Background: an optimization exercise with open tools, aiming at small area. Do not read the settings as production practice.
The RTL was checked by simulation tests, not by an equivalence proof against the original design.
Power and IR drop assume default switching activity.

File: constraint.sdc
create_clock -name core_clock -period 5.0 [get_ports {clk}]
set_input_delay 1.0000 -clock core_clock [delete_from_list [all_inputs] [get_ports {clk}]]
set_output_delay 1.0000 -clock core_clock [all_outputs]
set_load 0.01 [all_outputs]
File: config.mk
export PLATFORM = sky130hd
export DESIGN_NAME = udp_echo_top
export DESIGN_NICKNAME = udp_echo_top
export VERILOG_FILES = /design/flow/design.v
export SDC_FILE = /design/flow/constraint.sdc
export NUM_CORES = 4
export LEC_CHECK = 0
export CAP_MARGIN = 20
export CORE_MARGIN = 2
export CORE_UTILIZATION = 40
export SLEW_MARGIN = 20
File: design.v
`timescale 1ns/10ps
module udp_echo_top (
    input  logic        clk,
    input  logic        reset,
    input  logic        miso,
    output logic        sck,
    output logic        mosi,
    output logic        ssel_n,
    input  logic [63:0] tx_data,
    output logic [63:0] rx_data,
    output logic        pkg_timeout
);
    localparam logic [31:0] msg_id = 32'h7469_7277;
    localparam logic [3:0] s_init = 4'd0, s_idle = 4'd2, s_rsr = 4'd3,
        s_pull = 4'd4, s_rd_lo = 4'd5, s_rd_hi = 4'd6, s_recv = 4'd7, s_dest = 4'd8,
        s_push = 4'd9, s_wr_lo = 4'd10, s_wr_hi = 4'd11, s_send = 4'd12,
        s_rd_lo_g = 4'd13, s_rd_hi_g = 4'd14, s_recv_g = 4'd15;
    localparam logic [32*32-1:0] init_rom = {32'h00030800, 32'h00110C56, 32'h00100C09, 32'h000F0C02, 32'h000E0C0A, 32'h000D0CA8, 32'h000C0CC0, 32'h00010C01, 32'h00050C56, 32'h00040C09, 32'h001F0C10, 32'h001E0C10, 32'h00000C02, 32'h00080400, 32'h000704FF, 32'h000604FF, 32'h000504FF, 32'h00040401, 32'h0003040A, 32'h000204A8, 32'h000104C0, 32'h001204C1, 32'h0011040A, 32'h001004A8, 32'h000F04C0, 32'h000E041C, 32'h000D04E3, 32'h000C04CC, 32'h000B04FA, 32'h000A04AF, 32'h000904AA, 32'h002E04D8};
    logic [3:0] state;
    logic [4:0] sub;
    logic [15:0] rd_ptr;
    logic [15:3] wr_ptr;
    logic [7:0] bit_cnt;
    localparam logic [63:0] chain_inv = {32{2'b10}};
    logic [63:0] chain_s;
    logic [63:0] chain;
    logic [47:0] peer_s;
    logic [47:0] peer;
    logic peer_def;
    logic [31:0] rx_low;
    logic rx_valid;
    logic active;
    logic is_pull;
    logic is_push;
    logic is_cmd;
    logic last;
    logic issue;
    logic begin_frame;
    logic done;
    logic ready;
    logic shift_en;
    logic rx_acc;
    logic commit;
    logic peer_load;
    logic [7:0] read_byte;
    logic size_ok;
    logic [31:0] cmdv;
    logic cmd_bit;
    logic [7:0] peer_byte;
    assign active = !ssel_n;
    assign is_pull = (state == s_pull);
    assign is_push = (state == s_push);
    assign is_cmd = !is_pull && !is_push;
    assign last = is_pull ? (bit_cnt == 8'd152) : is_push ? (bit_cnt == 8'd88) : (bit_cnt == 8'd32);
    assign ready = !active && bit_cnt[1:0] == 2'd0;
    assign issue = ready && state != s_idle;
    assign begin_frame = !active && bit_cnt[1];
    assign done = !active && bit_cnt[0];
    assign rx_acc = (state == s_idle) && sub == 5'd31;
    assign commit = issue && state == s_rd_lo_g;
    assign chain = chain_s ^ chain_inv;
    assign peer = peer_s ^ chain_inv[63:16];
    assign read_byte = chain[7:0];
    assign size_ok = (read_byte == 8'd16);
    assign cmd_bit = use_var ? var_byte[~bit_cnt[2:0]] : cmdv[~bit_cnt[4:0]];
    assign mosi = active && !last &&
                  ((is_cmd || bit_cnt < 8'd24) ? cmd_bit : (is_push && chain[63]));
    assign shift_en = active && !last &&
                      (is_push ? (sck && bit_cnt >= 8'd24) :
                       (!sck && !(is_pull && bit_cnt >= 8'd88 && bit_cnt < 8'd120)));
    assign peer_load = active && is_pull && bit_cnt == 8'd120 && !sck && sub[0];
    always_comb begin
        case (sub[2:0])
            3'd1: peer_byte = peer[47:40];
            3'd2: peer_byte = peer[39:32];
            3'd3: peer_byte = peer[31:24];
            3'd4: peer_byte = peer[23:16];
            3'd5: peer_byte = peer[15:8];
            default: peer_byte = peer[7:0];
        endcase
    end
    logic use_var;
    logic var_hi;
    logic [7:0] var_byte;
    logic [7:0] wr_lo_byte;
    assign wr_lo_byte = {wr_ptr[7:3], 3'd0};
    assign var_hi = (is_pull || is_push) ? !bit_cnt[3] : (state == s_rd_hi || state == s_rd_hi_g || state == s_wr_hi);
    always_comb begin
        case (state)
            s_pull, s_rd_lo, s_rd_hi, s_rd_lo_g, s_rd_hi_g: var_byte = var_hi ? rd_ptr[15:8] : rd_ptr[7:0];
            s_push, s_wr_lo, s_wr_hi: var_byte = var_hi ? wr_ptr[15:8] : wr_lo_byte;
            default: var_byte = peer_byte;
        endcase
    end
    always_comb begin
        case (state)
            s_pull, s_push: use_var = !bit_cnt[4];
            s_rd_lo, s_rd_hi, s_rd_lo_g, s_rd_hi_g, s_wr_lo, s_wr_hi: use_var = bit_cnt[4] && bit_cnt[3];
            s_dest: use_var = !peer_def && bit_cnt[4] && bit_cnt[3];
            default: use_var = 1'b0;
        endcase
    end
    always_comb begin
        case (state)
            s_init, s_dest: cmdv = init_rom[32 * sub +: 32];
            s_rsr: cmdv = 32'h0027_0800;
            s_pull: cmdv = 32'h0000_1800;
            s_rd_lo, s_rd_lo_g: cmdv = 32'h0029_0C00;
            s_rd_hi, s_rd_hi_g: cmdv = 32'h0028_0C00;
            s_recv, s_recv_g: cmdv = 32'h0001_0C40;
            s_push: cmdv = 32'h0000_1400;
            s_wr_lo: cmdv = 32'h0025_0C00;
            s_wr_hi: cmdv = 32'h0024_0C00;
            default: cmdv = 32'h0001_0C20;
        endcase
    end
    always_ff @(posedge clk) begin
        if (reset) begin
            ssel_n <= 1'b1;
            sck <= 1'b0;
            bit_cnt <= '0;
        end else if (begin_frame) begin
            ssel_n <= 1'b0;
            sck <= 1'b0;
            bit_cnt <= '0;
        end else if (active) begin
            if (last) begin
                ssel_n <= 1'b1;
                bit_cnt <= bit_cnt + 8'd1;
            end else if (!sck) begin
                sck <= 1'b1;
            end else begin
                sck <= 1'b0;
                bit_cnt <= bit_cnt + 8'd1;
            end
        end else if (done) begin
            bit_cnt <= '0;
        end else if (issue) begin
            bit_cnt <= 8'd2;
        end
    end
    always_ff @(posedge clk) begin
        if (issue) begin
            chain_s <= tx_data ^ chain_inv;
        end else if (shift_en) begin
            chain_s <= {~chain_s[62:0], miso};
        end
    end
    always_ff @(posedge clk) begin
        if (reset) begin
            state <= s_init;
            sub <= '0;
            rd_ptr <= '0;
            wr_ptr <= '0;
        end else if (active) begin
            if (!sck && is_pull && bit_cnt >= 8'd88 && bit_cnt < 8'd120) begin
                sub[0] <= sub[0] && (miso == msg_id[5'd23 - bit_cnt[4:0]]);
            end
        end else if (done) begin
                case (state)
                    s_init: begin
                        if (sub != 5'd31 || read_byte == 8'h22) sub <= sub + 5'd1;
                        if (sub == 5'd31 && read_byte == 8'h22) state <= s_idle;
                    end
                    s_rsr: begin
                        if (read_byte == 8'd0) begin
                            state <= s_idle;
                        end else if (size_ok) begin
                            state <= s_pull;
                        end else begin
                            rd_ptr <= rd_ptr + {8'd0, read_byte};
                            state <= s_rd_lo;
                        end
                    end
                    s_pull: begin
                        rd_ptr <= rd_ptr + 16'd16;
                        state <= s_rd_lo_g;
                    end
                    s_rd_lo: state <= s_rd_hi;
                    s_rd_hi: state <= s_recv;
                    s_rd_lo_g: state <= s_rd_hi_g;
                    s_rd_hi_g: state <= s_recv_g;
                    s_recv: state <= s_idle;
                    s_recv_g: begin
                        sub <= 5'd25;
                        state <= s_dest;
                    end
                    s_dest: begin
                        sub <= sub + 5'd1;
                        if (sub == 5'd30) state <= s_idle;
                    end
                    s_push: begin
                        wr_ptr <= wr_ptr + 13'd1;
                        state <= s_wr_lo;
                    end
                    s_wr_lo: state <= s_wr_hi;
                    s_wr_hi: state <= s_send;
                    default: state <= s_idle;
                endcase
        end else if (state == s_idle) begin
            if (rx_acc) begin
                sub <= 5'd30;
            end else if (sub == 5'd30) begin
                sub <= 5'd1;
                state <= s_push;
            end else if (sub == 5'd10) begin
                sub <= '0;
                state <= s_rsr;
            end else begin
                sub <= sub + 5'd1;
            end
        end else if (issue && is_pull) begin
            sub <= 5'd1;
        end
    end
    always_ff @(posedge clk) begin
        if (reset) begin
            peer_def <= 1'b1;
        end else if (peer_load) begin
            peer_def <= 1'b0;
        end
        if (peer_load) peer_s <= chain_s[63:16];
    end
    always_ff @(posedge clk) begin
        if (reset) begin
            rx_valid <= 1'b0;
            rx_low <= '0;
        end else if (commit && sub[0]) begin
            rx_valid <= 1'b1;
            rx_low <= chain[31:0];
        end
    end
    assign rx_data = {rx_valid ? msg_id : 32'd0, rx_low};
    localparam logic [22:0] lfsr_at_timeout = 23'h30F84F;
    localparam logic [22:0] lfsr_inv = {1'b0, {11{2'b10}}};
    logic [22:0] lfsr_s;
    logic [22:0] lfsr;
    assign lfsr = lfsr_s ^ lfsr_inv;
    always_ff @(posedge clk) begin
        if (reset || rx_acc) begin
            lfsr_s <= lfsr_inv;
            pkg_timeout <= 1'b0;
        end else begin
            lfsr_s <= {lfsr[21:0], ~(lfsr[22] ^ lfsr[17])} ^ lfsr_inv;
            if (lfsr == lfsr_at_timeout) pkg_timeout <= 1'b1;
        end
    end
endmodule
File: flow/abc.script
strash
&get -n
&fraig -x
&put
scorr
dc2
strash
&get -n
&deepsyn -T 60
&dch -f
&nf -R 1000
&put
File: standard.sh
#!/bin/bash
# synth_recipe.tcl (not shown) runs the flow's synth.tcl, then flattens the netlist and writes it again
# the make line also repeats each setting of config.mk as NAME=value (left out here)
make -C /OpenROAD-flow-scripts/flow DESIGN_CONFIG=/design/flow/config.mk WORK_HOME=/design/flow/orfs CLKGATE_MAP_FILE= SYNTH_SCRIPT=/design/flow/synth_recipe.tcl "${@:-finish}"
File: flow/run.sh
#!/bin/bash
# Own layout flow: the standard flow (standard.sh) with an area-oriented ABC
# script, a clock tree without dummy loads, and small port buffers.
set -euo pipefail
WORK=$(pwd)
# A copy of ORFS's scripts whose only change is the ABC mapping script
rm -rf "$WORK/scripts_mod"
cp -r "$FLOW_HOME/scripts" "$WORK/scripts_mod"
cp "$WORK/flow/abc.script" "$WORK/scripts_mod/abc_speed.script"
export SCRIPTS_DIR="$WORK/scripts_mod"
export CTS_ARGS="-sink_clustering_enable -repair_clock_nets -dont_use_dummy_load -buf_list sky130_fd_sc_hd__clkbuf_8 -sink_clustering_size 14 -sink_clustering_max_diameter 70"
export BUFFER_PORTS_ARGS="-buffer_cell sky130_fd_sc_hd__buf_1"
export SKIP_REPAIR_TIE_FANOUT=1
bash standard.sh > "$WORK/standard_flow.log" 2>&1
==> summary.txt, run 1 <==
Status
  • Status: complete, no violations

Place
  • I/O Buffers: 120
  • DPL Wire Length: 18.9 mm
  • Dpl cells: 1371
  • RD Place Congestion: roughly 0.96

Route
  • DRT antenna net count: 0
  • Routed WL: 26.4 mm
  • # DRC: 0
  • Initial drt markers: 680
  • Drt pass-1 iters: 5
  • Routed length per instance: around 19 microns
  • Number of vias per cell: 5.67
  • Routed vias: 7888

Logic synthesis
  • Cell Area, Synth: 9780 sq um
  • Register bit count reported by yosys: 218
  • Post-synthesis cell type count: between 50 and 60
  • Post-synth EDFFs: ~110
  • Ys async rst share: 0%
  • Post-synthesis sequential area ratio: 56.1%
  • Cells after synthesis: 935
  • Syn. warnings: 1
  • Synthesized area per cell: 10.5 sq um
  • Post-Syn Nets: 1028
  • Most used DFF post-synth: edfxtp_1

Die
  • DIE HEIGHT: 160 microns
  • Die area: 25700 sq um
  • Initial Util: between 40% and 50%
  • Core ar.: 24200 sq um
  • Die Wd: 160 microns
  • I/O Pins: 135
  • Core Rows: 57

Clock tree
  • Post-CTS setup repair buffer count: 0
  • CTS tree: done
  • Worst skew pair latency: 0.54 ns
  • Hold buffer count at CTS: 0
  • Worst-path clk slew: 0.08 ns
  • H-tree depth: 1
  • Clk sinks: 218
  • Clock Tree Buf Depth: 3
  • CTS root buffer: clkbuf_8
  • CTS Buf Count: 20
  • PostCTS Resize Cnt: 0

GRT
  • Initial antenna violation count: 0
  • GRT Total Usage: 20.0%
  • Largest net degree at the start of global routing: 85
  • Total global routing overflow: 0
  • First-pass GRT wire length: 40.9 mm
  • Number of global-route vias before repair: 7531

Final layout
  • Final core utilization: 45.3%
  • Area delta synth->final: 12.1%
  • Ant. Diodes: 0
  • Number of fill cells: roughly 2300
  • Final Non-Filler Cells: between 1000 and 1500
  • Layout cell share with drive strength beyond 1: a little under 6%
  • Area of the multi-input gates: roughly 4000 sq um
  • Nets: 1162
  • Area occupied by registers: around 5500 sq um

Worst setup path
  • RR Startpoint: state[1]
  • RR Endpoint: bit_cnt[7]
  • Register-to-register setup slack: 1.34 ns
  • Crit path required time: 4.00 ns
  • Setup crit end kind: primary output
  • Data arrival, critical path: between 3 and 4 ns
  • CP Max Fanout: 7
  • Startpoint types: flop
  • Crit path kind: reg -> out
  • R2r worst-path depth: 15

Timing
  • Slew margin rel.: 40.2%
  • Fin. max-slew vios: 0
  • Final Cycle Share: 94.7%
  • Max frequency: 211 MHz
  • Worst hold slack: 0.379 ns
  • Slew @ Worst Pin: between 0.8 and 0.9 ns
  • Final min period: 4.74 ns
  • Skew final: between 0.05 and 0.06 ns
  • Final setup vio count: 0
  • Final Hold Viols: 0

Pwr
  • Leakage: 0.00384 uW
  • Internal power: roughly 3200 uW
  • Worst vdd ir: 0.298 mV
  • Sequential power share: 55.5%
  • Gate power share: 25.4%
  • Switch Pwr: 1620 uW
  • Switching part of the total power: 33.3%
  • Clock Power Share: 19.1%
  • Power Total: 4850 uW
  • P per Cell Area: 442 nW/um^2

Worst hold path
  • Cells on Worst Hold Path: 1
  • Hold Path Sink: lfsr_s[17]
  • Worst hold path type: reg -> reg
  • Worst Hold Launch: lfsr_s[16]

Job
  • Max Cap Viol: 0
## worst max path at each step
stage,from,end,slack (ns),depth (start not counted)
3_5_place_dp,sub[1],mosi,0.64,17
3_3_place_gp,sub[1],mosi,0.67,17
6_report,sub[0],mosi,0.26,15
2_1_floorplan,bit_cnt[0],chain_s[0],0.36,5
5_1_grt,sub[1],mosi,-0.007,17
4_1_cts,sub[1],mosi,0.03,17
## cell usage after synthesis, drive strengths merged (4+ instances only)
master / number / share of area (%)
clkinv: 23 / 0.88
or4: 4 / 0.31
nor4: 12 / 0.77
a211oi: 5 / 0.38
mux2i: 33 / 3.4
a21o: 5 / 0.38
o21bai: 5 / 0.38
nand2b: 5 / 0.32
buf: 32 / 2.5
edfxtp: 112 / 34
nor2b: 6 / 0.38
dfxtp: 106 / 22
xnor2: 9 / 0.81
nand2: 81 / 3.1
and3: 21 / 1.3
a21oi: 96 / 4.9
a32oi: 4 / 0.36
a22o: 21 / 1.9
xor2: 5 / 0.45
ha: 25 / 3.2
nor2: 109 / 4.2
and2: 12 / 0.77
o31ai: 5 / 0.38
nand4: 10 / 0.64
a22oi: 4 / 0.31
nand3: 20 / 1.0
o22ai: 12 / 0.77
a222oi: 9 / 0.92
nor3: 41 / 2.1
o41ai: 7 / 0.63
o21ai: 49 / 2.5
a31oi: 10 / 0.64
## metrics by stage
stage                     worst slack [ns]  TNS (ns)  area, sq um
after detailed placement             0.636         0        10600
after CTS                           0.0330         0        10900
after floorplan                      0.365         0         9780
after global routing              -0.00685  -0.00685        11000
after global placement               0.668         0        10600
final                                0.263         0        11000
## layer usage
| metal | vias up | global-route usage, % | share of wire (%) |
|---|---|---|---|
| met3 | 68 | 3.20 | 6.2 |
| met4 | 0 | 8.15 | 3.6 |
| met1 | 3769 | 28.1 | 46 |
| met5 | - | 0 | 0 |
| met2 | 284 | 31.0 | 45 |
| li1 | 3767 | - | - |
## layout make-up
| type | instances | share of cell area [%] |
|---|---|---|
| repair buffers | 144 | 5.99 |
| flip-flops and latches | 218 | 50.1 |
| multi-input cells | 662 | 36.9 |
| well taps | 324 | 3.70 |
| clock buffers | 20 | 2.51 |
| inverters | 23 | 0.822 |
## critical path, stage by stage (launching register included)
cell	delay, ns
dfxtp_1	0.44
buf_4	0.20
ha_1	0.31
ha_2	0.35
or4_1	0.21
nor2_1	0.05
o41ai_1	0.50
nand4_1	0.13
o21ai_0	0.11
nor3_1	0.06
a21oi_1	0.20
o22ai_1	0.12
o21ai_0	0.09
o21ai_0	0.15
and2_0	0.19
buf_1	0.13
## cell usage in the layout (no fill, tap or decap), types with 7 or more instances in the layout
| cell | n |
|---|---|
| o41ai_1 | 7 |
| nor4_1 | 8 |
| nand2_1 | 80 |
| and3_1 | 21 |
| a222oi_1 | 9 |
| and2_0 | 12 |
| o22ai_1 | 12 |
| a22o_1 | 21 |
| edfxtp_1 | 112 |
| buf_4 | 22 |
| nor3_1 | 40 |
| xnor2_1 | 9 |
| a31oi_1 | 10 |
| mux2i_1 | 33 |
| nand4_1 | 10 |
| ha_1 | 21 |
| dfxtp_1 | 104 |
| o21ai_0 | 49 |
| nor2_1 | 108 |
| buf_1 | 119 |
| nand3_1 | 20 |
| clkbuf_8 | 20 |
| clkinv_1 | 21 |
| a21oi_1 | 96 |
## registers in the layout, summed over array words and instances (netlist names), 4 cells and up
signal,count
chain_s,64
sub,5
lfsr_s,23
state,4
peer_s,48
rx_low,32
wr_ptr,13
rd_ptr,16
bit_cnt,8
## cells by family (layout without fill, tap and decap cells)
logic type      after synthesis  in the layout  synth area share (%)
buf+inv                      55            187                  3.34
simple gates                328            328                  15.5
mux                          34             34                  3.49
fa+ha+maj                    26             26                  3.40
xor+xnor                     14             14                  1.25
flops                       218            218                  56.1
other cells                   1              1                0.0383
compound gates              259            259                  16.9
## power groups by stage
stage | logic, uW | registers, uW | clock network [uW]
CTS | 1230 | 2690 | 959
global placement | 1210 | 2720 | 0
global route | 1360 | 2740 | 1020
finish | 1230 | 2690 | 926
detailed placement | 1220 | 2730 | 0
floorplan | 853 | 2640 | 0
==> run 2, diff against run 1 <==
--- a/flow/run.sh
+++ b/flow/run.sh
@@ -9,5 +9,5 @@
 cp "$WORK/flow/abc.script" "$WORK/scripts_mod/abc_speed.script"
 export SCRIPTS_DIR="$WORK/scripts_mod"
-export CTS_ARGS="-sink_clustering_enable -repair_clock_nets -dont_use_dummy_load -buf_list sky130_fd_sc_hd__clkbuf_8 -sink_clustering_size 14 -sink_clustering_max_diameter 70"
+export CTS_ARGS="-sink_clustering_enable -repair_clock_nets -dont_use_dummy_load -buf_list sky130_fd_sc_hd__clkbuf_16 -sink_clustering_size 22 -sink_clustering_max_diameter 100"
 export BUFFER_PORTS_ARGS="-buffer_cell sky130_fd_sc_hd__buf_1"
 export SKIP_REPAIR_TIE_FANOUT=1
==> summary.txt, run 2 <==
Status
  • Status: complete, no violations (unchanged)

Route
  • DRT antenna net count: 0 (unchanged)
  • Routed vias: 7828 (was 7888)
  • Drt pass-1 iters: 5 (unchanged)
  • Number of vias per cell: 5.65 (was 5.67)
  • Initial drt markers: 691 (was 680)
  • Routed length per instance: 18.9 microns (was 19.0 microns)
  • Routed WL: 26.2 mm (was 26.4 mm)
  • # DRC: 0 (unchanged)

Final layout
  • Biggest regs: chain_s (64), peer_s (48), rx_low (32) (unchanged)
  • Largest register FFs: 64 (unchanged)
  • Commonest cells after routing, fill and taps aside: buf_1, edfxtp_1, nor2_1, dfxtp_1, a21oi_1 (unchanged)
  • Commonest non-fill, non-tap cell in the layout: buf_1 (unchanged)
  • Largest Register: chain_s (unchanged)
  • Layout cell share with drive strength beyond 1: 4.90% (was 5.90%)
  • Area delta synth->final: 12.8% (was 12.1%)
  • Number of fill cells: 2292 (was 2313)
  • Ant. Diodes: 0 (unchanged)
  • Final core utilization: 45.6% (was 45.3%)
  • Nets: 1157 (was 1162)

Pwr
  • Switching part of the total power: 32.3% (was 33.3%)
  • Clock Power Share: 22.2% (was 19.1%)
  • Internal power: 3410 uW (was 3230 uW)
  • P per Cell Area: 456 nW/um^2 (was 442 nW/um^2)
  • Worst vdd ir: 0.301 mV (was 0.298 mV)
  • Switch Pwr: 1620 uW (about the same)
  • Sequential power share: 53.5% (was 55.5%)
  • Gate power share: 24.4% (was 25.4%)
  • Leakage: 0.00388 uW (was 0.00384 uW)

Timing
  • Setup TNS: 0 ns (unchanged)
  • Final Cycle Share: 95.7% (was 94.7%)
  • Setup WS post-layout: 0.215 ns (was 0.263 ns)
  • Max frequency: 209 MHz (was 211 MHz)
  • Skew final: 0.0303 ns (was 0.0506 ns)
  • Final setup vio count: 0 (unchanged)
  • Fin. max-slew vios: 0 (unchanged)
  • Unrepaired setup endpoints after global routing: no
  • Slew margin rel.: 39.9% (was 40.2%)
  • Final Hold Viols: 0 (unchanged)
  • Final min period: 4.79 ns (was 4.74 ns)
  • Slew @ Worst Pin: 0.901 ns (was 0.897 ns)

Clock tree
  • CTS Buf Count: 15 (was 20)
  • Hold buffer count at CTS: 0 (unchanged)
  • Clock Tree Buf Depth: 3 (unchanged)
  • Clk sinks: 218 (unchanged)
  • H-tree depth: 1 (unchanged)
  • Worst-path clk slew: 0.08 ns (about the same)
  • CTS tree: done (unchanged)
  • CTS root buffer: clkbuf_16 (was clkbuf_8)
  • Worst skew pair latency: 0.48 ns (was 0.54 ns)

Worst setup path
  • CP Max Fanout: 7 (unchanged)
  • Crit path required time: 4.00 ns (about the same)
  • Register-to-register setup slack: 1.33 ns (was 1.34 ns)
  • CP cell instances: buf_4, ha_1, ha_1, or4_1, nor2_1, o41ai_1, nand4_1, o21ai_0, nor3_1, a21oi_1, o22ai_1, o21ai_0, o21ai_0, and2_0, buf_1 (was buf_4, ha_1, ha_2, or4_1, nor2_1, o41ai_1, nand4_1, o21ai_0, nor3_1, a21oi_1, o22ai_1, o21ai_0, o21ai_0, and2_0, buf_1)
  • Most used cell, CP: o21ai_0 (unchanged)
  • Worst stage delay on the critical path: 0.51 ns (was 0.50 ns)
  • R2r worst-path depth: 11 (was 15)
  • Data arrival, critical path: 3.79 ns (was 3.74 ns)
  • CP Depth: 15 (unchanged)
  • Slowest CP cell: o41ai_1 (unchanged)
  • Crit path kind: reg -> out (unchanged)
  • Buf/Inv on CP: 2 (unchanged)
  • Startpoint types: flop (unchanged)
  • CP delay by family, top: compound AO/OA/AOI/OAI gates (unchanged)
  • Setup crit end kind: primary output (unchanged)

Place
  • Setup WS pre-CTS: 0.636 ns (unchanged)
  • I/O Buffers: 120 (unchanged)
  • RD Place Congestion: 0.958 (unchanged)
  • DPL Wire Length: 18.9 mm (unchanged)

Die
  • Die area: 25700 sq um (unchanged)
  • Core ar.: 24200 sq um (unchanged)
  • Core Rows: 57 (unchanged)
  • Die Wd: 160 microns (unchanged)
  • DIE HEIGHT: 160 microns (unchanged)
  • Initial Util: 40.4% (unchanged)
  • I/O Pins: 135 (unchanged)

Logic synthesis
  • Mux contribution to synthesized area: 3.49% (unchanged)
  • Most used DFF post-synth: edfxtp_1 (unchanged)
  • Synthesized area per cell: 10.5 sq um (unchanged)
  • Synth area leader: edfxtp_1 (unchanged)
  • Main combinational cell family by area after synthesis: compound AO/OA/AOI/OAI gates (unchanged)
  • Fraction of the mapped netlist area in adder cells: 3.40% (unchanged)
  • Ys async rst share: 0% (unchanged)
  • Cell Area, Synth: 9780 sq um (unchanged)
  • Register bit count reported by yosys: 218 (unchanged)
  • Top-count cell post-synth: edfxtp_1 (unchanged)
  • Area share of and/or/nand/nor cells after synthesis: 15.5% (unchanged)
  • Synth top area cells: edfxtp_1, dfxtp_1, a21oi_1 (unchanged)
  • Synth Area in Compound Gates: 16.9% (unchanged)
  • Post-Syn Nets: 1028 (unchanged)
  • Post-synthesis sequential area ratio: 56.1% (unchanged)
  • Xor and xnor area share after synthesis: 1.25% (unchanged)
  • Cells after synthesis: 935 (unchanged)
  • Yosys top cell area share: 34.4% (unchanged)
  • Post-synth EDFFs: 112 (unchanged)
  • Syn. warnings: 1 (unchanged)
  • Post-synthesis cell type count: 54 (unchanged)
  • Post-synth top cells: edfxtp_1, nor2_1, dfxtp_1, a21oi_1, nand2_1 (unchanged)

Job
  • Max Cap Viol: 0 (unchanged)

Worst hold path
  • Cells on Worst Hold Path: 1 (unchanged)
  • Worst hold path type: reg -> reg (unchanged)

GRT
  • Initial antenna violation count: 0 (unchanged)
  • Largest net degree at the start of global routing: 85 (unchanged)
  • Total global routing overflow: 0 (unchanged)
  • Number of global-route vias before repair: 7460 (was 7531)
  • GRT Total Usage: 19.9% (was 20.0%)
  • First-pass GRT wire length: 40.9 mm (about the same)
-- run 2: cell types whose count changed in the layout (fill, tap and decap cells not counted), moves of 2 or more --
cell,delta
nor4_1,+2
nor4_2,-2
nor2b_2,+2
ha_1,+2
clkbuf_8,-20
nor2b_4,-2
ha_2,-2
clkbuf_16,+15
-- run 2: final timing paths --
kind	from	to
worst max-delay path	sub[0]	mosi
worst min-delay path	lfsr_s[8]	lfsr_s[9]
worst max register to register	chain_s[2]	chain_s[53]
worst min register to register	lfsr_s[8]	lfsr_s[9]
-- run 2: metrics by stage --
stage | total power, uW | hold WS (ns) | area, sq um | std cells
final | 5030 | 0.377 | 11000 | 1386
after CTS | 5070 | 0.376 | 11000 | 1386
after floorplan | 3490 | 0.352 | 9780 | 935
after global routing | 5300 | 0.397 | 11000 | 1386
after detailed placement | 3950 | 0.364 | 10600 | 1371
after global placement | 3930 | 0.358 | 10600 | 1371
-- run 2: logic make-up (layout without fill, tap and decap cells) --
group,after synthesis,in the layout
simple gates,328,328
compound gates,259,259
other cells,1,1
fa+ha+maj,26,26
xor+xnor,14,14
mux,34,34
flops,218,218
buf+inv,55,182
-- run 2: metal layers --
layer	vias to the layer above	part of all wire [%]	track usage (%)
li1	3768	-	-
met1	3696	45	28.1
met2	305	45	31.3
met3	59	6.2	3.00
met4	0	3.3	7.29
met5	-	0	0
-- run 2: timing repair --
| action | in CTS | in global routing |
|---|---|---|
| hold endpoints to repair | 0 | 0 |
| setup buffers | 0 | 0 |
| endpoints found under the setup margin | 0 | 1 |
| gates resized for setup | 0 | 8 |
-- run 2: area by class of cell --
class                   instances  area (sq um)  area share, %
clock buffers                  15           375           3.40
well taps                     324           405           3.68
repair buffers                144           657           5.96
flip-flops and latches        218          5490           49.7
inverters                      23          86.3          0.783
multi-input cells             662          4020           36.4
-- run 2: power groups by stage --
stage | clock [uW] | combinational [uW] | sequential [uW]
finish | 1110 | 1230 | 2690
global route | 1210 | 1360 | 2740
CTS | 1150 | 1230 | 2690
detailed placement | 0 | 1220 | 2730
global placement | 0 | 1210 | 2720
floorplan | 0 | 853 | 2640
-- run 2: worst register-to-register path, stage by stage, from the launching register on --
cell and delay [ns]:
edfxtp_1 0.47, nor4_1 0.46, nand3_1 0.16, nand2_1 0.13, o21ai_0 0.17, and2_0 0.34, a31oi_1 0.22, o22ai_1 0.10
a21oi_1 0.29, o2111ai_1 0.21, nand2_2 0.47, buf_12 0.30
==> run 3, diff against run 2 <==
--- a/design.v
+++ b/design.v
@@ -27,5 +27,4 @@
     logic [47:0] peer_s;
     logic [47:0] peer;
-    logic peer_def;
     logic [31:0] rx_low;
     logic rx_valid;
@@ -97,5 +96,5 @@
             s_pull, s_push: use_var = !bit_cnt[4];
             s_rd_lo, s_rd_hi, s_rd_lo_g, s_rd_hi_g, s_wr_lo, s_wr_hi: use_var = bit_cnt[4] && bit_cnt[3];
-            s_dest: use_var = !peer_def && bit_cnt[4] && bit_cnt[3];
+            s_dest: use_var = rx_valid && bit_cnt[4] && bit_cnt[3];
             default: use_var = 1'b0;
         endcase
@@ -215,9 +214,4 @@
     end
     always_ff @(posedge clk) begin
-        if (reset) begin
-            peer_def <= 1'b1;
-        end else if (peer_load) begin
-            peer_def <= 1'b0;
-        end
         if (peer_load) peer_s <= chain_s[63:16];
     end
--- a/flow/run.sh
+++ b/flow/run.sh
@@ -9,5 +9,5 @@
 cp "$WORK/flow/abc.script" "$WORK/scripts_mod/abc_speed.script"
 export SCRIPTS_DIR="$WORK/scripts_mod"
-export CTS_ARGS="-sink_clustering_enable -repair_clock_nets -dont_use_dummy_load -buf_list sky130_fd_sc_hd__clkbuf_16 -sink_clustering_size 22 -sink_clustering_max_diameter 100"
+export CTS_ARGS="-sink_clustering_enable -repair_clock_nets -dont_use_dummy_load -buf_list sky130_fd_sc_hd__clkbuf_8 -sink_clustering_size 14 -sink_clustering_max_diameter 70"
 export BUFFER_PORTS_ARGS="-buffer_cell sky130_fd_sc_hd__buf_1"
 export SKIP_REPAIR_TIE_FANOUT=1
==> flow/README.md (new file) <==
Own flow: bench's standard flow (standard.sh, standard synthesis and layout) with
- an area-oriented ABC script (abc.script) in place of ORFS's abc_speed.script,
- clock tree synthesis without dummy loads, with clkbuf_8 clusters,
- port buffers of sky130_fd_sc_hd__buf_1 (every input and output still gets one),
- a single tie cell for the constant outputs (SKIP_REPAIR_TIE_FANOUT).
make's output goes to standard_flow.log; each ORFS step logs under orfs/logs/.
==> summary.txt, run 3 <==
Route
  • Metal-1 WL: 12.2 mm (was 11.9 mm)
  • Top sig layer: met4 (unchanged)
  • # DRC: 0 (unchanged)
  • DR WL met3: 1.79 mm (was 1.63 mm)
  • Routed length per instance: 19.8 microns (was 18.9 microns)
  • WL met2: 12.5 mm (was 11.8 mm)
  • Drt pass-1 iters: 6 (was 5)
  • Number of vias per cell: 5.71 (was 5.65)
  • Routed vias: 7951 (was 7828)
  • DRT antenna net count: 0 (unchanged)
  • Initial drt markers: 622 (was 691)
  • Routed WL: 27.6 mm (was 26.2 mm)

Final layout
  • Commonest cells after routing, fill and taps aside: buf_1, edfxtp_1, nand2_1, dfxtp_1, o21ai_0 (was buf_1, edfxtp_1, nor2_1, dfxtp_1, a21oi_1)
  • Commonest non-fill, non-tap cell in the layout: buf_1 (unchanged)
  • Number of fill cells: 2335 (was 2292)
  • Layout cell share with drive strength beyond 1: 6.17% (was 4.90%)
  • Largest Register: chain_s (unchanged)
  • Largest register FFs: 64 (unchanged)
  • Final core utilization: 45.3% (was 45.6%)
  • Area delta synth->final: 12.2% (was 12.8%)
  • Nets: 1164 (was 1157)
  • Ant. Diodes: 0 (unchanged)
  • Biggest regs: chain_s (64), peer_s (48), rx_low (32) (unchanged)
  • Final Non-Filler Cells: 1393 (was 1386)

Die
  • Die Wd: 160 microns (about the same)
  • DIE HEIGHT: 160 microns (about the same)
  • I/O Pins: 135 (unchanged)
  • Initial Util: 40.4% (about the same)
  • Core Rows: 57 (unchanged)
  • Die area: 25700 sq um (about the same)
  • Core ar.: 24200 sq um (unchanged)

Worst setup path
  • Crit path required time: 4.00 ns (about the same)
  • Data arrival, critical path: 3.74 ns (was 3.79 ns)
  • Register-to-register setup slack: 1.45 ns (was 1.33 ns)
  • Setup crit end kind: primary output (unchanged)
  • Slowest CP cell: dfxtp_1 (was o41ai_1)
  • Worst stage delay on the critical path: 0.55 ns (was 0.51 ns)
  • Startpoint types: flop (unchanged)
  • R2r worst-path depth: 9 (was 11)
  • CP cell instances: clkinv_1, nand3_1, nand2_1, a31oi_1, a21oi_1, nor4_1, nor4_1, o21ai_0, o311ai_2, buf_4, o21ai_0, and2_0, buf_1 (was buf_4, ha_1, ha_1, or4_1, nor2_1, o41ai_1, nand4_1, o21ai_0, nor3_1, a21oi_1, o22ai_1, o21ai_0, o21ai_0, and2_0, buf_1)
  • RR Endpoint: chain_s[46] (was chain_s[53])
  • RR Startpoint: bit_cnt[1] (was chain_s[2])
  • CP Max Fanout: 10 (was 7)
  • Crit path kind: reg -> out (unchanged)

Logic synthesis
  • Syn. warnings: 1 (unchanged)
  • Post-synthesis sequential area ratio: 56.0% (was 56.1%)
  • Post-synth EDFFs: 112 (unchanged)
  • Synthesized area per cell: 10.5 sq um (about the same)
  • Synth area leader: edfxtp_1 (unchanged)
  • Cells after synthesis: 930 (was 935)
  • Post-Syn Nets: 1023 (was 1028)
  • Register bit count reported by yosys: 217 (was 218)
  • Post-synthesis cell type count: 58 (was 54)
  • Most used DFF post-synth: edfxtp_1 (unchanged)
  • Ys async rst share: 0% (unchanged)
  • Synth top area cells: edfxtp_1, dfxtp_1, nand2_1 (was edfxtp_1, dfxtp_1, a21oi_1)
  • Yosys top cell area share: 34.4% (about the same)
  • Top-count cell post-synth: edfxtp_1 (unchanged)
  • Post-synth top cells: edfxtp_1, nand2_1, dfxtp_1, o21ai_0, nor2_1 (was edfxtp_1, nor2_1, dfxtp_1, a21oi_1, nand2_1)
  • Cell Area, Synth: 9760 sq um (was 9780 sq um)

Timing
  • Slew margin rel.: 30.7% (was 39.9%)
  • Max frequency: 211 MHz (was 209 MHz)
  • Final setup vio count: 0 (unchanged)
  • Setup TNS: 0 ns (unchanged)
  • Skew final: 0.0343 ns (was 0.0303 ns)
  • Final Cycle Share: 94.7% (was 95.7%)
  • Final min period: 4.74 ns (was 4.79 ns)
  • Slew @ Worst Pin: 1.04 ns (was 0.901 ns)
  • Final Hold Viols: 0 (unchanged)
  • Setup WS post-layout: 0.264 ns (was 0.215 ns)
  • Fin. max-slew vios: 0 (unchanged)

Pwr
  • P per Cell Area: 441 nW/um^2 (was 456 nW/um^2)
  • Worst vdd ir: 0.311 mV (was 0.301 mV)
  • Leakage: 0.00388 uW (about the same)

Status
  • Status: complete, no violations (unchanged)

Clock tree
  • Clock Tree Buf Depth: 3 (unchanged)
  • Worst skew pair latency: 0.53 ns (was 0.48 ns)
  • CTS tree: done (unchanged)
  • Clk sinks: 217 (was 218)
  • Hold buffer count at CTS: 0 (unchanged)
  • CTS Buf Count: 20 (was 15)
  • Worst-path clk slew: 0.09 ns (was 0.08 ns)
  • H-tree depth: 1 (unchanged)
  • CTS root buffer: clkbuf_8 (was clkbuf_16)

Worst hold path
  • Worst hold path type: reg -> reg (unchanged)
  • Hold Path Sink: lfsr_s[11] (was lfsr_s[9])
  • Worst Hold Launch: lfsr_s[10] (was lfsr_s[8])
  • Cells on Worst Hold Path: 1 (unchanged)

Place
  • I/O Buffers: 120 (unchanged)
  • Setup WS pre-CTS: 0.503 ns (was 0.636 ns)
  • Dpl cells: 1368 (was 1371)
  • DPL Wire Length: 20.0 mm (was 18.9 mm)
  • RD Place Congestion: 0.962 (was 0.958)

GRT
  • Initial antenna violation count: 0 (unchanged)
  • Largest net degree at the start of global routing: 65 (was 85)
  • Total global routing overflow: 0 (unchanged)
  • Number of global-route vias before repair: 7647 (was 7460)
  • First-pass GRT wire length: 43.5 mm (was 40.9 mm)
  • GRT Total Usage: 21.4% (was 19.9%)

Job
  • Max Cap Viol: 0 (unchanged)
-- run 3: cell types whose count changed in the layout (fill, tap and decap cells not counted), moves of 4 or more --
cell,previous run,this run
a21oi_1,96,60
a31oi_1,10,19
and3_1,21,25
buf_4,22,30
clkbuf_16,15,0
clkbuf_8,0,20
nand2_1,80,109
nand3_1,20,14
nand4_1,10,5
nor2_1,108,71
nor2b_1,4,10
o21ai_0,49,81
o41ai_1,7,3
or2_0,1,5
-- run 3: how the worst max path moves through the flow --
| stage | start | endpoint | slack (ns) | cells past startpoint |
|---|---|---|---|---|
| 2_1_floorplan | bit_cnt[0] | chain_s[0] | 0.78 | 5 |
| 5_1_grt | sub[0] | mosi | -0.01 | 15 |
| 3_5_place_dp | sub[0] | mosi | 0.50 | 16 |
| 6_report | state[3] | mosi | 0.26 | 13 |
| 3_3_place_gp | sub[0] | mosi | 0.51 | 16 |
| 4_1_cts | sub[0] | mosi | 0.08 | 16 |
-- run 3: cell type report --
type                    count  area, sq um  area share, %
clock buffers              20          275           2.51
inverters                  25         97.6          0.891
multi-input cells         656         4020           36.7
flip-flops and latches    217         5470           49.9
well taps                 324          405           3.70
repair buffers            151          688           6.28
-- run 3: routing by layer --
layer | vias up | GRT usage (%)
met2 | 311 | 33.9
met4 | 0 | 8.23
li1 | 3770 | -
met1 | 3798 | 29.4
met5 | - | 0
met3 | 72 | 3.77
-- run 3: kinds of logic after synthesis --
family          Yosys count  synth area share, %
other cells               1               0.0384
buf+inv                  57                 3.42
compound gates          270                 17.8
xor+xnor                 10                0.897
simple gates            315                 15.0
mux                      34                 3.49
fa+ha+maj                26                 3.41
flops                   217                 56.0
-- run 3: per-stage QoR --
| stage | cell area, sq um | power (uW) | hold slack [ns] |
|---|---|---|---|
| after global routing | 11000 | 5110 | 0.404 |
| after floorplan | 9770 | 3450 | 0.352 |
| after CTS | 10900 | 4850 | 0.390 |
| after detailed placement | 10600 | 3930 | 0.367 |
| after global placement | 10600 | 3920 | 0.363 |
| final | 11000 | 4830 | 0.388 |
-- run 3: timing repair --
action                                  in CTS  in global routing
gates resized for setup                      1                 13
gates cloned                                 0                  0
hold endpoints to repair                     0                  0
endpoints found under the setup margin       1                  1
pin swaps                                    0                  1
buffers inserted                             0                  4
-- run 3: report_power, final --
group | leakage, uW | switching, uW | internal, uW | total [uW]
clock | 0.000144 | 564 | 359 | 922
sequential | 0.00193 | 271 | 2430 | 2700
combinational | 0.00181 | 801 | 405 | 1210
-- run 3: worst max-delay path: cells and delay by family, from the launching register on --
family          cells  cell delay, ns
buf+inv             3            0.60
compound gates      5            0.96
flops               1            0.55
simple gates        5            1.10
==> run 4, diff against run 3 <==
--- a/design.v
+++ b/design.v
@@ -47,4 +47,8 @@
     logic cmd_bit;
     logic [7:0] peer_byte;
+    logic use_var;
+    logic var_hi;
+    logic [7:0] var_byte;
+    logic [7:0] wr_lo_byte;
     assign active = !ssel_n;
     assign is_pull = (state == s_pull);
@@ -79,8 +83,4 @@
         endcase
     end
-    logic use_var;
-    logic var_hi;
-    logic [7:0] var_byte;
-    logic [7:0] wr_lo_byte;
     assign wr_lo_byte = {wr_ptr[7:3], 3'd0};
     assign var_hi = (is_pull || is_push) ? !bit_cnt[3] : (state == s_rd_hi || state == s_rd_hi_g || state == s_wr_hi);
@@ -157,44 +157,44 @@
             end
         end else if (done) begin
-                case (state)
-                    s_init: begin
-                        if (sub != 5'd31 || read_byte == 8'h22) sub <= sub + 5'd1;
-                        if (sub == 5'd31 && read_byte == 8'h22) state <= s_idle;
+            case (state)
+                s_init: begin
+                    if (sub != 5'd31 || read_byte == 8'h22) sub <= sub + 5'd1;
+                    if (sub == 5'd31 && read_byte == 8'h22) state <= s_idle;
+                end
+                s_rsr: begin
+                    if (read_byte == 8'd0) begin
+                        state <= s_idle;
+                    end else if (size_ok) begin
+                        state <= s_pull;
+                    end else begin
+                        rd_ptr <= rd_ptr + {8'd0, read_byte};
+                        state <= s_rd_lo;
                     end
-                    s_rsr: begin
-                        if (read_byte == 8'd0) begin
-                            state <= s_idle;
-                        end else if (size_ok) begin
-                            state <= s_pull;
-                        end else begin
-                            rd_ptr <= rd_ptr + {8'd0, read_byte};
-                            state <= s_rd_lo;
-                        end
-                    end
-                    s_pull: begin
-                        rd_ptr <= rd_ptr + 16'd16;
-                        state <= s_rd_lo_g;
-                    end
-                    s_rd_lo: state <= s_rd_hi;
-                    s_rd_hi: state <= s_recv;
-                    s_rd_lo_g: state <= s_rd_hi_g;
-                    s_rd_hi_g: state <= s_recv_g;
-                    s_recv: state <= s_idle;
-                    s_recv_g: begin
-                        sub <= 5'd25;
-                        state <= s_dest;
-                    end
-                    s_dest: begin
-                        sub <= sub + 5'd1;
-                        if (sub == 5'd30) state <= s_idle;
-                    end
-                    s_push: begin
-                        wr_ptr <= wr_ptr + 13'd1;
-                        state <= s_wr_lo;
-                    end
-                    s_wr_lo: state <= s_wr_hi;
-                    s_wr_hi: state <= s_send;
-                    default: state <= s_idle;
-                endcase
+                end
+                s_pull: begin
+                    rd_ptr <= rd_ptr + 16'd16;
+                    state <= s_rd_lo_g;
+                end
+                s_rd_lo: state <= s_rd_hi;
+                s_rd_hi: state <= s_recv;
+                s_rd_lo_g: state <= s_rd_hi_g;
+                s_rd_hi_g: state <= s_recv_g;
+                s_recv: state <= s_idle;
+                s_recv_g: begin
+                    sub <= 5'd25;
+                    state <= s_dest;
+                end
+                s_dest: begin
+                    sub <= sub + 5'd1;
+                    if (sub == 5'd30) state <= s_idle;
+                end
+                s_push: begin
+                    wr_ptr <= wr_ptr + 13'd1;
+                    state <= s_wr_lo;
+                end
+                s_wr_lo: state <= s_wr_hi;
+                s_wr_hi: state <= s_send;
+                default: state <= s_idle;
+            endcase
         end else if (state == s_idle) begin
             if (rx_acc) begin
--- a/config.mk
+++ b/config.mk
@@ -8,4 +8,5 @@
 export CAP_MARGIN = 20
 export CORE_MARGIN = 2
-export CORE_UTILIZATION = 40
+export CORE_UTILIZATION = 65
+export PLACE_DENSITY = 0.75
 export SLEW_MARGIN = 20
==> summary.txt, run 4 <==
Final layout
  • Commonest non-fill, non-tap cell in the layout: buf_1 (unchanged)
  • Final Non-Filler Cells: 1238 (was 1393)
  • Commonest cells after routing, fill and taps aside: buf_1, edfxtp_1, nand2_1, dfxtp_1, o21ai_0 (unchanged)
  • Layout cell share with drive strength beyond 1: 4.55% (was 6.17%)
  • Ant. Diodes: 0 (unchanged)
  • Largest Register: chain_s (unchanged)
  • Nets: 1149 (was 1164)
  • Largest register FFs: 64 (unchanged)
  • Area delta synth->final: 9.30% (was 12.2%)
  • Biggest regs: chain_s (64), peer_s (48), rx_low (32) (unchanged)

Pwr
  • Worst vdd ir: 0.522 mV (was 0.311 mV)
  • Switch Pwr: 1620 uW (was 1640 uW)
  • Leakage: 0.00382 uW (was 0.00388 uW)
  • Clock Power Share: 18.9% (was 19.1%)
  • Internal power: 3190 uW (about the same)
  • Switching part of the total power: 33.7% (was 33.9%)
  • Gate power share: 24.8% (was 25.0%)
  • Sequential power share: 56.3% (was 55.9%)
  • P per Cell Area: 451 nW/um^2 (was 441 nW/um^2)
  • Power Total: 4810 uW (was 4830 uW)

Timing
  • Final Cycle Share: 95.9% (was 94.7%)
  • Skew final: 0.0419 ns (was 0.0343 ns)
  • Fin. max-slew vios: 0 (unchanged)
  • Max frequency: 209 MHz (was 211 MHz)
  • Slew margin rel.: 27.5% (was 30.7%)
  • Worst hold slack: 0.382 ns (was 0.388 ns)
  • Final min period: 4.80 ns (was 4.74 ns)
  • Final Hold Viols: 0 (unchanged)
  • Slew @ Worst Pin: 1.09 ns (was 1.04 ns)
  • Final setup vio count: 0 (unchanged)

Route
  • Initial drt markers: 912 (was 622)
  • Number of vias per cell: 6.52 (was 5.71)
  • Routed length per instance: 20.4 microns (was 19.8 microns)
  • DRT antenna net count: 0 (unchanged)
  • # DRC: 0 (unchanged)
  • Drt pass-1 iters: 6 (unchanged)
  • Routed vias: 8076 (was 7951)
  • Routed WL: 25.3 mm (was 27.6 mm)

Worst setup path
  • RR Endpoint: chain_s[58] (was chain_s[46])
  • RR Startpoint: bit_cnt[1] (unchanged)
  • R2r worst-path depth: 8 (was 9)
  • Startpoint types: flop (unchanged)
  • Setup crit end kind: primary output (unchanged)
  • CP Max Fanout: 9 (was 10)
  • Data arrival, critical path: 3.80 ns (was 3.74 ns)
  • Register-to-register setup slack: 1.43 ns (was 1.45 ns)
  • Crit path required time: 4.00 ns (about the same)
  • Crit path kind: reg -> out (unchanged)

Place
  • Dpl cells: 1217 (was 1368)
  • I/O Buffers: 120 (unchanged)
  • DPL Wire Length: 17.5 mm (was 20.0 mm)
  • RD Place Congestion: 1.04 (was 0.962)

Logic synthesis
  • Synthesized area per cell: 10.5 sq um (unchanged)
  • Post-synth EDFFs: 112 (unchanged)
  • Register bit count reported by yosys: 217 (unchanged)
  • Post-synthesis cell type count: 58 (unchanged)
  • Yosys top cell area share: 34.4% (unchanged)
  • Synth area leader: edfxtp_1 (unchanged)
  • Post-synthesis sequential area ratio: 56.0% (unchanged)
  • Most used DFF post-synth: edfxtp_1 (unchanged)
  • Synth top area cells: edfxtp_1, dfxtp_1, nand2_1 (unchanged)
  • Post-Syn Nets: 1023 (unchanged)
  • Cells after synthesis: 930 (unchanged)
  • Cell Area, Synth: 9760 sq um (unchanged)
  • Top-count cell post-synth: edfxtp_1 (unchanged)
  • Post-synth top cells: edfxtp_1, nand2_1, dfxtp_1, o21ai_0, nor2_1 (unchanged)
  • Ys async rst share: 0% (unchanged)
  • Syn. warnings: 1 (unchanged)

Clock tree
  • Worst-path clk slew: 0.08 ns (was 0.09 ns)
  • CTS root buffer: clkbuf_8 (unchanged)
  • Clock Tree Buf Depth: 3 (unchanged)
  • Clk sinks: 217 (unchanged)
  • Post-CTS setup repair buffer count: 0 (unchanged)
  • CTS tree: done (unchanged)
  • H-tree depth: 1 (unchanged)
  • CTS Buf Count: 20 (unchanged)
  • Worst skew pair latency: 0.53 ns (about the same)

Die
  • Die area: 16000 sq um (was 25700 sq um)
  • Initial Util: 66.9% (was 40.4%)
  • DIE HEIGHT: 127 microns (was 160 microns)
  • Core Rows: 44 (was 57)
  • Die Wd: 127 microns (was 160 microns)
  • I/O Pins: 135 (unchanged)
  • Core ar.: 14600 sq um (was 24200 sq um)

GRT
  • Total global routing overflow: 0 (unchanged)
  • Largest net degree at the start of global routing: 96 (was 65)
  • GRT Total Usage: 31.1% (was 21.4%)
  • First-pass GRT wire length: 39.9 mm (was 43.5 mm)
  • Number of global-route vias before repair: 7457 (was 7647)
  • Initial antenna violation count: 0 (unchanged)

Job
  • Max Cap Viol: 0 (unchanged)

Worst hold path
  • Worst hold path type: reg -> reg (unchanged)
  • Cells on Worst Hold Path: 1 (unchanged)
  • Hold Path Sink: lfsr_s[5] (was lfsr_s[11])
  • Worst Hold Launch: lfsr_s[4] (was lfsr_s[10])

Status
  • Status: complete, no violations (unchanged)
-- run 4: cell counts after synthesis --
Identical to the previous run, type by type.
-- run 4: power by group through the flow --
stage	clock network, uW	registers, uW	logic (uW)
global route	985	2750	1310
finish	912	2710	1190
detailed placement	0	2740	1150
floorplan	0	2620	825
CTS	921	2700	1160
global placement	0	2730	1130
-- run 4: critical path: stages, from the launching register on --
cell and delay [ns]:
dfxtp_4 0.39, clkinv_1 0.07, buf_4 0.18, ha_1 0.24
and2_0 0.34, or4_1 0.18, or2_0 0.22, nor2_1 0.06
a2111oi_0 0.38, a21oi_1 0.09, o221ai_1 0.18, a31oi_1 0.08
o311ai_1 0.39, o21ai_0 0.18, and2_0 0.18, buf_1 0.12
-- run 4: per-layer routing --
metal  up-vias  GRT usage [%]  wire [microns]
met1      3814           44.2           10600
met5         -              0               0
met3        69           6.24            2170
li1       3752              -               -
met2       441           48.1           11700
met4         0           10.9             813
-- run 4: worst max-delay path by stage --
stage,slack [ns],start,end,depth (start not counted)
floorplan,0.78,bit_cnt[0],chain_s[0],5
global placement,0.41,sub[1],mosi,14
detailed placement,0.26,sub[1],mosi,14
CTS,0.009,sub[1],mosi,14
global route,-0.02,sub[0],mosi,15
finish,0.20,sub[0],mosi,15
-- run 4: timing repair --
action | in CTS | in global routing
hold buffers | 0 | 0
gates resized for setup | 2 | 10
setup endpoints to repair | 1 | 1
-- run 4: area by class of cell --
class | instances | area (sq um)
multi-input combinational | 656 | 4010
sequential | 217 | 5470
inverter | 25 | 97.6
clock buffer | 20 | 275
fill | 1029 | 3920
tap | 184 | 230
timing repair buffer | 136 | 592
-- run 4: cell families (layout without fill, tap and decap cells) --
logic type      Yosys count  in the layout  share of synthesized area (%)
compound gates          270            270                           17.8
xor+xnor                 10             10                          0.897
fa+ha+maj                26             26                           3.41
buf+inv                  57            181                           3.42
flops                   217            217                           56.0
mux                      34             34                           3.49
other cells               1              1                         0.0384
simple gates            315            315                           15.0
-- run 4: stage by stage --
| step | worst slack, ns | setup TNS, ns | cell area, sq um | utilization (%) |
|---|---|---|---|---|
| after floorplan | 0.776 | 0 | 9770 | - |
| after global placement | 0.405 | 0 | 10300 | 70.9 |
| after detailed placement | 0.256 | 0 | 10300 | 70.9 |
| after CTS | 0.00868 | 0 | 10600 | 72.8 |
| after global routing | -0.0189 | -0.0189 | 10700 | 73.2 |
| final | 0.204 | 0 | 10700 | 73.2 |
==> run 5, diff against run 4 <==
--- a/config.mk
+++ b/config.mk
@@ -8,5 +8,5 @@
 export CAP_MARGIN = 20
 export CORE_MARGIN = 2
-export CORE_UTILIZATION = 65
-export PLACE_DENSITY = 0.75
+export CORE_UTILIZATION = 75
+export PLACE_DENSITY = 0.85
 export SLEW_MARGIN = 20
==> summary.txt, run 5 <==
Final layout
  • Area of the multi-input gates: 4000 sq um (was 4010 sq um)
  • Area delta synth->final: 8.60% (was 9.30%)
  • Commonest non-fill, non-tap cell in the layout: buf_1 (unchanged)
  • Largest Register: chain_s (unchanged)
  • Nets: 1148 (was 1149)
  • Number of fill cells: 670 (was 1029)
  • Biggest regs: chain_s (64), peer_s (48), rx_low (32) (unchanged)
  • Finished Cell Area: 10600 sq um (was 10700 sq um)
  • Area occupied by registers: 5470 sq um (about the same)
  • Layout cell share with drive strength beyond 1: 4.27% (was 4.55%)
  • Commonest cells after routing, fill and taps aside: buf_1, edfxtp_1, nand2_1, dfxtp_1, o21ai_0 (unchanged)
  • Ant. Diodes: 0 (unchanged)
  • Largest register FFs: 64 (unchanged)

Logic synthesis
  • Post-synthesis sequential area ratio: 56.0% (unchanged)
  • Most used DFF post-synth: edfxtp_1 (unchanged)
  • Yosys top cell area share: 34.4% (unchanged)
  • Cell Area, Synth: 9760 sq um (unchanged)
  • Synth top area cells: edfxtp_1, dfxtp_1, nand2_1 (unchanged)
  • Post-synth top cells: edfxtp_1, nand2_1, dfxtp_1, o21ai_0, nor2_1 (unchanged)
  • Syn. warnings: 1 (unchanged)
  • Register bit count reported by yosys: 217 (unchanged)
  • Post-synth EDFFs: 112 (unchanged)
  • Post-Syn Nets: 1023 (unchanged)
  • Post-synthesis cell type count: 58 (unchanged)
  • Cells after synthesis: 930 (unchanged)
  • Synth area leader: edfxtp_1 (unchanged)
  • Synthesized area per cell: 10.5 sq um (unchanged)
  • Top-count cell post-synth: edfxtp_1 (unchanged)
  • Ys async rst share: 0% (unchanged)

Timing
  • Fin. max-slew vios: 0 (unchanged)
  • Final Cycle Share: 95.8% (was 95.9%)
  • Final setup vio count: 0 (unchanged)
  • Skew final: 0.0323 ns (was 0.0419 ns)
  • Max frequency: 209 MHz (about the same)
  • Unrepaired setup endpoints after global routing: no
  • Final min period: 4.79 ns (was 4.80 ns)
  • Setup TNS: 0 ns (unchanged)
  • Final Hold Viols: 0 (unchanged)
  • Slew margin rel.: 27.8% (was 27.5%)
  • Slew @ Worst Pin: 1.08 ns (was 1.09 ns)

GRT
  • GRT Total Usage: 39.7% (was 31.1%)
  • Largest net degree at the start of global routing: 96 (unchanged)
  • Number of global-route vias before repair: 8015 (was 7457)
  • Initial antenna violation count: 0 (unchanged)
  • Total global routing overflow: 0 (unchanged)
  • First-pass GRT wire length: 43.5 mm (was 39.9 mm)

Status
  • Status: complete, no violations (unchanged)

Worst setup path
  • CP cell instances: clkinv_1, nand2_1, or2_0, nor2_1, a2111oi_0, a21oi_1, o221ai_1, a31oi_1, o311ai_1, o21ai_0, and2_0, buf_1 (was clkinv_1, buf_4, ha_1, and2_0, or4_1, or2_0, nor2_1, a2111oi_0, a21oi_1, o221ai_1, a31oi_1, o311ai_1, o21ai_0, and2_0, buf_1)
  • Crit path kind: reg -> out (unchanged)
  • Setup crit end kind: primary output (unchanged)
  • CP Max Fanout: 21 (was 9)
  • Slowest CP cell: dfxtp_1 (was dfxtp_4)
  • CP delay by family, top: compound AO/OA/AOI/OAI gates (unchanged)
  • Data arrival, critical path: 3.79 ns (was 3.80 ns)
  • Startpoint types: flop (unchanged)
  • Crit path required time: 4.00 ns (about the same)
  • Buf/Inv on CP: 2 (was 3)
  • Worst stage delay on the critical path: 0.83 ns (was 0.39 ns)

Place
  • RD Place Congestion: 1.11 (was 1.04)
  • I/O Buffers: 120 (unchanged)
  • DPL Wire Length: 19.4 mm (was 17.5 mm)
  • DP Area: 10300 sq um (about the same)

Die
  • Initial Util: 77.1% (was 66.9%)
  • Die Wd: 118 microns (was 127 microns)
  • DIE HEIGHT: 118 microns (was 127 microns)
  • I/O Pins: 135 (unchanged)
  • Core ar.: 12700 sq um (was 14600 sq um)
  • Die area: 13900 sq um (was 16000 sq um)
  • Core Rows: 41 (was 44)

Clock tree
  • Post-CTS setup repair buffer count: 0 (unchanged)
  • Worst skew pair latency: 0.53 ns (about the same)
  • Hold buffer count at CTS: 0 (unchanged)
  • Clock Tree Buf Depth: 3 (unchanged)
  • CTS tree: done (unchanged)
  • CTS Buf Count: 19 (was 20)
  • PostCTS Resize Cnt: 0 (was 2)
  • H-tree depth: 1 (unchanged)
  • Worst-path clk slew: 0.10 ns (was 0.08 ns)
  • Clk sinks: 217 (unchanged)
  • CTS root buffer: clkbuf_8 (unchanged)

Pwr
  • P per Cell Area: 459 nW/um^2 (was 451 nW/um^2)
  • Power Total: 4860 uW (was 4810 uW)
  • Worst vdd ir: 0.404 mV (was 0.522 mV)
  • Leakage: 0.00380 uW (was 0.00382 uW)

Route
  • # DRC: 0 (unchanged)
  • Routed vias: 8611 (was 8076)
  • Number of vias per cell: 7.03 (was 6.52)
  • DRT antenna net count: 0 (unchanged)
  • Initial drt markers: 1447 (was 912)
  • Routed length per instance: 23.3 microns (was 20.4 microns)
  • Routed WL: 28.5 mm (was 25.3 mm)
  • Drt pass-1 iters: 9 (was 6)

Worst hold path
  • Worst hold path type: reg -> reg (unchanged)

Job
  • Max Cap Viol: 0 (unchanged)
## run 5: cell counts after synthesis
No cell type changed its count.
## run 5: kinds of logic after synthesis
logic type | Yosys count | share of synthesized area [%]
AND/OR/NAND/NOR | 315 | 15.0
AO/OA/AOI/OAI | 270 | 17.8
flip-flops | 217 | 56.0
buffers and inverters | 57 | 3.42
multiplexers | 34 | 3.49
adder cells (fa/ha/maj) | 26 | 3.41
XOR/XNOR | 10 | 0.897
other | 1 | 0.0384
## run 5: final cells by class
cell class	count	share of cell area, %
inverters	25	0.885
clock buffers	19	2.47
well taps	172	2.03
flip-flops and latches	217	51.6
repair buffers	136	5.39
multi-input cells	656	37.7
## run 5: final timing paths
check	from	endpoint	slack, ns	cells after the start
max	state[2]	mosi	0.21	12
min	lfsr_s[4]	lfsr_s[5]	0.39	1
max reg2reg	bit_cnt[1]	chain_s[3]	1.34	8
min reg2reg	lfsr_s[4]	lfsr_s[5]	0.39	1
## run 5: power by group
group          switching, uW  internal [uW]  total (uW)
clock                    556            342         899
sequential               321           2430        2750
combinational            825            387        1210
## run 5: through the flow
stage	util, %	instances	setup WS (ns)	hold WS (ns)
finish	83.7	1225	0.211	0.389
global route	83.7	1225	0.0106	0.406
CTS	83.6	1225	0.139	0.392
detailed placement	81.5	1206	0.722	0.366
global placement	81.5	1206	0.803	0.363
floorplan	-	930	0.776	0.352
## run 5: worst reg2reg max path, cell delays in order (launching register included)
cell and delay [ns]:
dfxtp_1 0.58, nor2_1 0.61, nand2_1 0.15, nor4b_1 0.52
a31oi_1 0.08, nor3_1 0.31, nor2_1 0.07, nand2_1 0.10
a31o_4 0.78
## run 5: metal layers
| metal | vias to the layer above | share of wire, % | track usage [%] |
|---|---|---|---|
| li1 | 3740 | - | - |
| met1 | 4012 | 36 | 52.3 |
| met3 | 140 | 11 | 6.93 |
| met2 | 719 | 48 | 65.5 |
| met4 | 0 | 4.9 | 16.6 |
| met5 | - | 0 | 0 |
==> run 6, diff against run 5 <==
--- a/config.mk
+++ b/config.mk
@@ -10,3 +10,4 @@
 export CORE_UTILIZATION = 75
 export PLACE_DENSITY = 0.85
+export SETUP_SLACK_MARGIN = 0.15
 export SLEW_MARGIN = 20
==> summary.txt, run 6 <==
Status
  • Status: complete, no violations (unchanged)

Pwr
  • P per Cell Area: 458 nW/um^2 (was 459 nW/um^2)
  • Switching part of the total power: 35.0% (about the same)
  • Gate power share: 24.9% (about the same)
  • Worst vdd ir: 0.406 mV (was 0.404 mV)
  • Internal power: 3160 uW (about the same)
  • Switch Pwr: 1710 uW (was 1700 uW)
  • Clock Power Share: 18.5% (about the same)
  • Sequential power share: 56.5% (was 56.6%)
  • Leakage: 0.00381 uW (was 0.00380 uW)

Worst setup path
  • Register-to-register setup slack: 1.35 ns (was 1.34 ns)
  • Setup crit end kind: primary output (unchanged)
  • Startpoint types: flop (unchanged)
  • RR Endpoint: chain_s[3] (unchanged)
  • Data arrival, critical path: 3.75 ns (was 3.79 ns)
  • Crit path kind: reg -> out (unchanged)
  • Worst setup path startpoint: sub[0] (was state[2])
  • R2r worst-path depth: 8 (unchanged)
  • RR Startpoint: bit_cnt[1] (unchanged)
  • Crit path required time: 4.00 ns (about the same)
  • CP Max Fanout: 6 (was 21)
  • CP endpoint: mosi (unchanged)

Die
  • Initial Util: 77.1% (unchanged)
  • DIE HEIGHT: 118 microns (unchanged)
  • Die Wd: 118 microns (unchanged)
  • Core ar.: 12700 sq um (unchanged)
  • I/O Pins: 135 (unchanged)
  • Die area: 13900 sq um (unchanged)
  • Core Rows: 41 (unchanged)

Final layout
  • Largest register FFs: 64 (unchanged)
  • Ant. Diodes: 0 (unchanged)
  • Biggest regs: chain_s (64), peer_s (48), rx_low (32) (unchanged)
  • Nets: 1148 (unchanged)
  • Area delta synth->final: 8.84% (was 8.60%)
  • Number of fill cells: 669 (was 670)
  • Finished Cell Area: 10600 sq um (about the same)
  • Largest Register: chain_s (unchanged)
  • Commonest non-fill, non-tap cell in the layout: buf_1 (unchanged)
  • Layout cell share with drive strength beyond 1: 4.75% (was 4.27%)
  • Commonest cells after routing, fill and taps aside: buf_1, edfxtp_1, nand2_1, dfxtp_1, o21ai_0 (unchanged)

GRT
  • First-pass GRT wire length: 43.5 mm (unchanged)
  • Number of global-route vias before repair: 8015 (unchanged)
  • Largest net degree at the start of global routing: 96 (unchanged)
  • GRT Total Usage: 39.7% (unchanged)
  • Initial antenna violation count: 0 (unchanged)
  • Total global routing overflow: 0 (unchanged)

Logic synthesis
  • Synthesized area per cell: 10.5 sq um (unchanged)
  • Area share of and/or/nand/nor cells after synthesis: 15.0% (unchanged)
  • Post-synthesis cell type count: 58 (unchanged)
  • Main combinational cell family by area after synthesis: compound AO/OA/AOI/OAI gates (unchanged)
  • Synth top area cells: edfxtp_1, dfxtp_1, nand2_1 (unchanged)
  • Post-synth top cells: edfxtp_1, nand2_1, dfxtp_1, o21ai_0, nor2_1 (unchanged)
  • Synth Area in Compound Gates: 17.8% (unchanged)
  • Cells after synthesis: 930 (unchanged)
  • Xor and xnor area share after synthesis: 0.897% (unchanged)
  • Top-count cell post-synth: edfxtp_1 (unchanged)
  • Ys async rst share: 0% (unchanged)
  • Post-synthesis sequential area ratio: 56.0% (unchanged)
  • Mux contribution to synthesized area: 3.49% (unchanged)
  • Cell Area, Synth: 9760 sq um (unchanged)
  • Register bit count reported by yosys: 217 (unchanged)
  • Synth area leader: edfxtp_1 (unchanged)
  • Syn. warnings: 1 (unchanged)
  • Fraction of the mapped netlist area in adder cells: 3.41% (unchanged)
  • Most used DFF post-synth: edfxtp_1 (unchanged)
  • Yosys top cell area share: 34.4% (unchanged)
  • Post-synth EDFFs: 112 (unchanged)
  • Post-Syn Nets: 1023 (unchanged)

Timing
  • Final setup vio count: 0 (unchanged)
  • Unrepaired setup endpoints after global routing: no (unchanged)
  • Final min period: 4.75 ns (was 4.79 ns)
  • Skew final: 0.0311 ns (was 0.0323 ns)
  • Slew @ Worst Pin: 1.08 ns (about the same)
  • Worst hold slack: 0.387 ns (was 0.389 ns)
  • Final Cycle Share: 95.0% (was 95.8%)
  • Max frequency: 211 MHz (was 209 MHz)
  • Fin. max-slew vios: 0 (unchanged)
  • Slew margin rel.: 27.8% (about the same)
  • Final Hold Viols: 0 (unchanged)
  • Setup TNS: 0 ns (unchanged)

Clock tree
  • Clk sinks: 217 (unchanged)
  • Post-CTS setup repair buffer count: 0 (unchanged)
  • Hold buffer count at CTS: 0 (unchanged)
  • H-tree depth: 1 (unchanged)
  • Clock Tree Buf Depth: 3 (unchanged)
  • CTS Buf Count: 19 (unchanged)
  • CTS root buffer: clkbuf_8 (unchanged)
  • CTS tree: done (unchanged)
  • Worst skew pair latency: 0.53 ns (about the same)
  • PostCTS Resize Cnt: 1 (was 0)
  • Worst-path clk slew: 0.09 ns (was 0.10 ns)

Route
  • Drt pass-1 iters: 7 (was 9)
  • Routed length per instance: 23.2 microns (was 23.3 microns)
  • Number of vias per cell: 6.98 (was 7.03)
  • Routed WL: 28.4 mm (was 28.5 mm)
  • Initial drt markers: 1438 (was 1447)
  • Routed vias: 8555 (was 8611)
  • DRT antenna net count: 0 (unchanged)
  • # DRC: 0 (unchanged)

Place
  • I/O Buffers: 120 (unchanged)
  • DP Area: 10300 sq um (unchanged)
  • DPL Wire Length: 19.4 mm (unchanged)
  • RD Place Congestion: 1.11 (unchanged)

Job
  • Max Cap Viol: 0 (unchanged)

Worst hold path
  • Worst hold path type: reg -> reg (unchanged)
==> run 6: per-layer routing <==
metal | global-route usage, % | up-vias | share of wire (%)
li1 | - | 3743 | -
met1 | 52.3 | 3992 | 36
met2 | 65.5 | 680 | 48
met3 | 6.93 | 140 | 11
met4 | 16.6 | 0 | 5.2
met5 | 0 | - | 0
==> run 6: cell type report <==
cell class	count	area (sq um)	area share [%]
tap	172	215	2.02
inverter	25	95.1	0.895
sequential	217	5470	51.5
timing repair buffer	136	572	5.38
multi-input combinational	656	4020	37.8
clock buffer	19	262	2.46
==> run 6: kinds of logic after synthesis <==
family | count (synthesis)
multiplexers | 34
buffers and inverters | 57
other | 1
AO/OA/AOI/OAI | 270
XOR/XNOR | 10
flip-flops | 217
AND/OR/NAND/NOR | 315
adder cells (fa/ha/maj) | 26
==> run 6: worst max-delay path, stage by stage, from the launching register on <==
cell	delay (ns)
dfxtp_1	0.47
inv_2	0.12
ha_1	0.28
and2_1	0.26
or4_1	0.44
or2_0	0.27
nor2_1	0.12
a2111oi_1	0.07
a21oi_1	0.18
o221ai_1	0.14
a31oi_1	0.33
o311ai_2	0.15
o21ai_0	0.11
and2_0	0.15
buf_1	0.15
==> run 6: power groups by stage <==
stage | registers (uW) | clock network, uW | logic [uW]
finish | 2750 | 903 | 1210
global placement | 2720 | 0 | 1120
floorplan | 2620 | 0 | 825
global route | 2780 | 948 | 1310
CTS | 2730 | 889 | 1180
detailed placement | 2750 | 0 | 1160
==> run 6: worst min path at each step <==
stage          depth (start not counted)          to  slack [ns]        from
6_report                               1   lfsr_s[5]        0.39   lfsr_s[4]
5_1_grt                                1  lfsr_s[15]        0.41  lfsr_s[14]
4_1_cts                                1   lfsr_s[5]        0.39   lfsr_s[4]
3_5_place_dp                           1   lfsr_s[5]        0.37   lfsr_s[4]
3_3_place_gp                           1  lfsr_s[17]        0.36  lfsr_s[16]
2_1_floorplan                          1   lfsr_s[9]        0.35   lfsr_s[8]
==> run 6: through the flow <==
step	util, %	power, uW	setup WS [ns]	std cells
CTS	83.6	4800	0.156	1225
global route	83.9	5030	0.0842	1225
detailed placement	81.5	3910	0.722	1206
global placement	81.5	3830	0.803	1206
floorplan	-	3450	0.776	930
finish	83.9	4870	0.250	1225

Re-timed with assumed drivers on the ports (clkbuf_16 on the clock, buf_2 on other inputs), run 6 has 0.208 ns of setup slack against 0.250 ns with ideal ports, and 0.764 ns once port delays also move by the mid clock arrival of 0.556 ns.
